Context: an optimization exercise on an open-source flow, tuned for small area, a short achievable clock period and few clock cycles. The choices shown serve that exercise and are no tape-out recipe.
Only simulation tests tie the RTL to the original design; equivalence was not proved.
Power is estimated from default activity; no workload was simulated.

== job 3408 ==
## sw_aligner
module sw_aligner (
    input  logic        clk,
    input  logic        rst,
    input  logic        job_req,
    input  logic [31:0] query,
    output logic        job_ack,
    input  logic        sym_req,
    input  logic [1:0]  sym_base,
    input  logic        sym_last,
    output logic        sym_ack,
    output logic        res_req,
    output logic [13:0] res_score,
    output logic [5:0]  res_row,
    output logic [10:0] res_col,
    output logic [10:0] res_end_step,
    output logic        res_xdrop_hit,
    input  logic        res_ack
);
clock: 13.0 ns
lec_check: 0
cap_margin: 20
core_margin: 2
core_utilization: 40
slew_margin: 20
tns_end_percent: 5
standard.sh (not shown) runs the stock make flow with config.mk's settings and CLKGATE_MAP_FILE= SYNTH_SCRIPT=/design/flow/synth_recipe.tcl, a recipe that flattens the netlist after the stock synthesis.
==> flow/flow/run.sh <==
#!/bin/bash
# The standard layout (the standard.sh: ORFS with the standard synthesis)
# with two changes to how the layout is made:
#  - ports get a plain buffer (buf_2) instead of the slow delay cell that
#    buffer_ports picks by default; every port still gets its own buffer
#  - timing repair aims for more slack than the clock period needs, so the
#    repair steps work on the design's worst paths
# Each tool's output goes to ORFS's own logs under orfs/logs; make's output
# goes to flow_make.log here.
set -euo pipefail
export BUFFER_PORTS_ARGS="-buffer_cell sky130_fd_sc_hd__buf_2"
export SETUP_SLACK_MARGIN="${SETUP_SLACK_MARGIN_OVERRIDE:-9.4}"
bash standard.sh > flow_make.log 2>&1
Testbench counts of job 3408, summed over its fixed seeds: cycles 39,646.
Edits applied to the flow inputs when going from job 3408 to job 8292:
Settings: CORE_UTILIZATION: 40 -> 60.
Findings:
Job 8292 ended up with res_row[3] as its capture point of the worst path; job 3408 ended up with res_score[12].
| clock-buffer cell count | job 8292 vs job 3408 | 1 higher |
More vias were needed by job 3408 than by job 8292.
STATUS final total power: job 8292 wins against job 3408
For proportion of total power due to net switching, job 3408 and job 8292 come out practically identical.
In job 8292, number of well taps is lower than in job 3408.
--- input diff job 8292..job 4333 ---
Settings: setting CTS_CLUSTER_SIZE to 25 for the first time; setting CTS_BUF_LIST to sky130_fd_sc_hd__clkbuf_16 for the first time; setting ABC_AREA to 1 for the first time; setting CTS_CLUSTER_DIAMETER to 80 for the first time.
==> notes.md <==
Job 4333: done, clean on timing, DRC and antenna. [compare] base=job 8292 new=job 4333: worst hold-check slack up 0.012 ns, synthesized area comparable, remaining max-slew budget at the tightest pin down 16 points. Comparing job 8292 with job 4333, the initial standard-cell utilization of the core came out essentially unchanged. The clock skew in job 4333 sits 0.015 ns above the value recorded for job 8292. Looking at leading cell type in the layout, fill and taps excluded, the sky130_fd_sc_hd__nand2_1 result is from job 4333; the sky130_fd_sc_hd__inv_1 one comes from job 8292. Job 4333 vs job 8292 — cell count climbed by more than 10%.
For job 4950, these inputs were changed with respect to job 4333:
Settings: removing CTS_CLUSTER_SIZE (formerly 25); removing CTS_BUF_LIST (formerly sky130_fd_sc_hd__clkbuf_16); removing ABC_AREA (formerly 1); removing CTS_CLUSTER_DIAMETER (formerly 80).
-- flow/flow/run.sh --
<<< job 4333, line 11
export BUFFER_PORTS_ARGS="-buffer_cell sky130_fd_sc_hd__buf_2"
export SETUP_SLACK_MARGIN="${SETUP_SLACK_MARGIN_OVERRIDE:-9.4}"
bash standard.sh > flow_make.log 2>&1
>>> job 4950, line 11
export BUFFER_PORTS_ARGS="-buffer_cell sky130_fd_sc_hd__buf_2"
export SETUP_SLACK_MARGIN="${SETUP_SLACK_MARGIN_OVERRIDE:-9.1}"
bash standard.sh > flow_make.log 2>&1
Post-placement setup slack: higher on job 4333. Taking job 4333 as the reference point, the post-synthesis share of cell area spent on full adders, half adders and majority gates of job 4950 rises by 6.4 points. The flow did not stop early for job 4950: all stages ran, and the layout cleared the timing, DRC and antenna checks. The final reports for job 4950 and job 4333 show number of global-route vias before repair lower in the former.
Inputs modified between job 4950 and job 1841:
Settings: ABC_AREA newly set to 1.
-- flow/flow/run.sh --
<<< job 4950, line 11
export BUFFER_PORTS_ARGS="-buffer_cell sky130_fd_sc_hd__buf_2"
export SETUP_SLACK_MARGIN="${SETUP_SLACK_MARGIN_OVERRIDE:-9.1}"
bash standard.sh > flow_make.log 2>&1
>>> job 1841, line 11
export BUFFER_PORTS_ARGS="-buffer_cell sky130_fd_sc_hd__buf_2"
export SETUP_SLACK_MARGIN="${SETUP_SLACK_MARGIN_OVERRIDE:-9.4}"
bash standard.sh > flow_make.log 2>&1
As far as register share of the cell area is concerned, job 1841 and job 4950 perform about the same.
Sort job 4950 and job 1841 by synthesized area divided by synthesized cell count asc -> top: job 1841
Worst hold slack deteriorates in job 1841 relative to job 4950.
Comparing combinational power for job 4950 and job 1841, the bigger number came from job 4950.
Of job 4950 and job 1841, job 1841 shows the higher synthesized cell count, with job 4950 below it.
Clock buffer instance count of the final layout shrinks by a little under 10% when moving from job 4950 to job 1841.
In job 1841, the final RePlAce weighted congestion came out about 4% above the value in job 4950.
Diff job 4950 -> job 1841 | power consumption | down by more than 10%
Where final critical-path required period is concerned, job 4950 is outperformed by job 1841.
Job 1841 vs job 4950: number of vias in the routed layout up in job 1841

Another version of the RTL of sw_aligner (not shown whole).
For scale: roughly 5700 cells after synthesis, about 640 flip-flops, ~86 I/O pins.
export LEC_CHECK = 0
export ABC_AREA = 1
export CAP_MARGIN = 20
export CORE_MARGIN = 2
export CORE_UTILIZATION = 60
export CTS_BUF_LIST = sky130_fd_sc_hd__clkbuf_16
export CTS_CLUSTER_DIAMETER = 100
export CTS_CLUSTER_SIZE = 30
export SLEW_MARGIN = 20
export TNS_END_PERCENT = 5
create_clock -name core_clock -period 13.0 [get_ports {clk}]
==> flow/flow/run.sh <==
#!/bin/bash
# The standard layout (the standard.sh: ORFS with the standard synthesis)
# with two changes to how the layout is made:
#  - ports get a plain buffer (buf_2) instead of the slow delay cell that
#    buffer_ports picks by default; every port still gets its own buffer
#  - timing repair aims for more slack than the clock period needs, so the
#    repair steps work on the design's worst paths
# Each tool's output goes to ORFS's own logs under orfs/logs; make's output
# goes to flow_make.log here.
set -euo pipefail
export BUFFER_PORTS_ARGS="-buffer_cell sky130_fd_sc_hd__buf_2"
export SETUP_SLACK_MARGIN="${SETUP_SLACK_MARGIN_OVERRIDE:-9.4}"
bash standard.sh > flow_make.log 2>&1
The baseline produced a clean layout.
Testbench counts at the start, summed over its fixed seeds: cycles 39,646.
Change:
--- a/flow/flow/run.sh
+++ b/flow/flow/run.sh
@@ -11,3 +11,3 @@
 export BUFFER_PORTS_ARGS="-buffer_cell sky130_fd_sc_hd__buf_2"
-export SETUP_SLACK_MARGIN="${SETUP_SLACK_MARGIN_OVERRIDE:-9.4}"
+export SETUP_SLACK_MARGIN="${SETUP_SLACK_MARGIN_OVERRIDE:-9.25}"
 bash standard.sh > flow_make.log 2>&1
--- a/flow/config.mk
+++ b/flow/config.mk
@@ -10,6 +10,7 @@
 export CORE_MARGIN = 2
-export CORE_UTILIZATION = 60
+export CORE_UTILIZATION = 70
 export CTS_BUF_LIST = sky130_fd_sc_hd__clkbuf_16
-export CTS_CLUSTER_DIAMETER = 100
-export CTS_CLUSTER_SIZE = 30
+export CTS_CLUSTER_DIAMETER = 80
+export CTS_CLUSTER_SIZE = 25
+export PLACE_DENSITY = 0.75
 export SLEW_MARGIN = 20
Non-clock buffer count stays the same.
Setup slack improved by 0.063 ns.
Sequential power is about the same.
Total power rises slightly.
Register-to-register slack got worse by 0.03 ns.
Wire length falls slightly.
Change:
--- a/flow/flow/run.sh
+++ b/flow/flow/run.sh
@@ -11,3 +11,3 @@
 export BUFFER_PORTS_ARGS="-buffer_cell sky130_fd_sc_hd__buf_2"
-export SETUP_SLACK_MARGIN="${SETUP_SLACK_MARGIN_OVERRIDE:-9.25}"
+export SETUP_SLACK_MARGIN="${SETUP_SLACK_MARGIN_OVERRIDE:-9.4}"
 bash standard.sh > flow_make.log 2>&1
--- a/flow/config.mk
+++ b/flow/config.mk
@@ -10,3 +10,3 @@
 export CORE_MARGIN = 2
-export CORE_UTILIZATION = 70
+export CORE_UTILIZATION = 60
 export CTS_BUF_LIST = sky130_fd_sc_hd__clkbuf_16
@@ -14,3 +14,2 @@
 export CTS_CLUSTER_SIZE = 25
-export PLACE_DENSITY = 0.75
 export SLEW_MARGIN = 20
Cell area grows by 0.73%. Die area rises by 16%. Clock-buffer cell count is unchanged. Utilization came out lower by 11 points. Non-clock buffer count does not change. Sequential cell count is unchanged. Register-to-register slack stays flat.

## re-timing with driven ports
No port has a modelled driver above. Below, the same layouts with a new extraction and two added sets of constraints.
Step 1 assumes that a clkbuf_16 drives the clock port and a buf_2 every other input.
Step 2 times the ports against the registers' clock, not the clock port: input delays grow and output delays shrink by t, the midpoint of the rising clock arrivals with the driver on.
a / b / c = ideal ports / drivers / drivers and shift; a / b = the first two.
| run | t, ns | setup slack, ns | worst hold slack (ns) | clock arrival spread, ns | pins driven straight from the clock port |
|---|---|---|---|---|---|
| job 3408 | 0.711 | 9.039 / 8.968 / 9.182 | 0.341 / 0.341 / 0.341 | 0.031 / 0.032 | 1 |
| job 8292 | 0.686 | 9.087 / 9.022 / 9.146 | 0.348 / 0.348 / 0.348 | 0.018 / 0.018 | 1 |
| job 4333 | 0.684 | 9.135 / 9.066 / 9.092 | 0.360 / 0.360 / 0.360 | 0.038 / 0.038 | 1 |
| job 4950 | 0.675 | 9.100 / 9.032 / 8.855 | 0.359 / 0.359 / 0.359 | 0.021 / 0.022 | 1 |
| job 1841 | 0.691 | 9.140 / 9.072 / 9.084 | 0.351 / 0.351 / 0.351 | 0.035 / 0.035 | 1 |
| the first run of note 2 | 0.652 | 9.157 / 9.091 / 8.973 | 0.350 / 0.350 / 0.350 | 0.031 / 0.032 | 1 |
| the second run of note 2 | 0.665 | 9.219 / 9.152 / 9.008 | 0.365 / 0.365 / 0.365 | 0.027 / 0.027 | 1 |
| the third run of note 2 | 0.667 | 9.142 / 9.073 / 9.033 | 0.338 / 0.338 / 0.338 | 0.034 / 0.034 | 1 |
After both steps every run listed still meets setup and hold. The setup slack of job 4950, which loses most, moves by -0.068 ns with the drivers and by -0.245 ns with both steps.
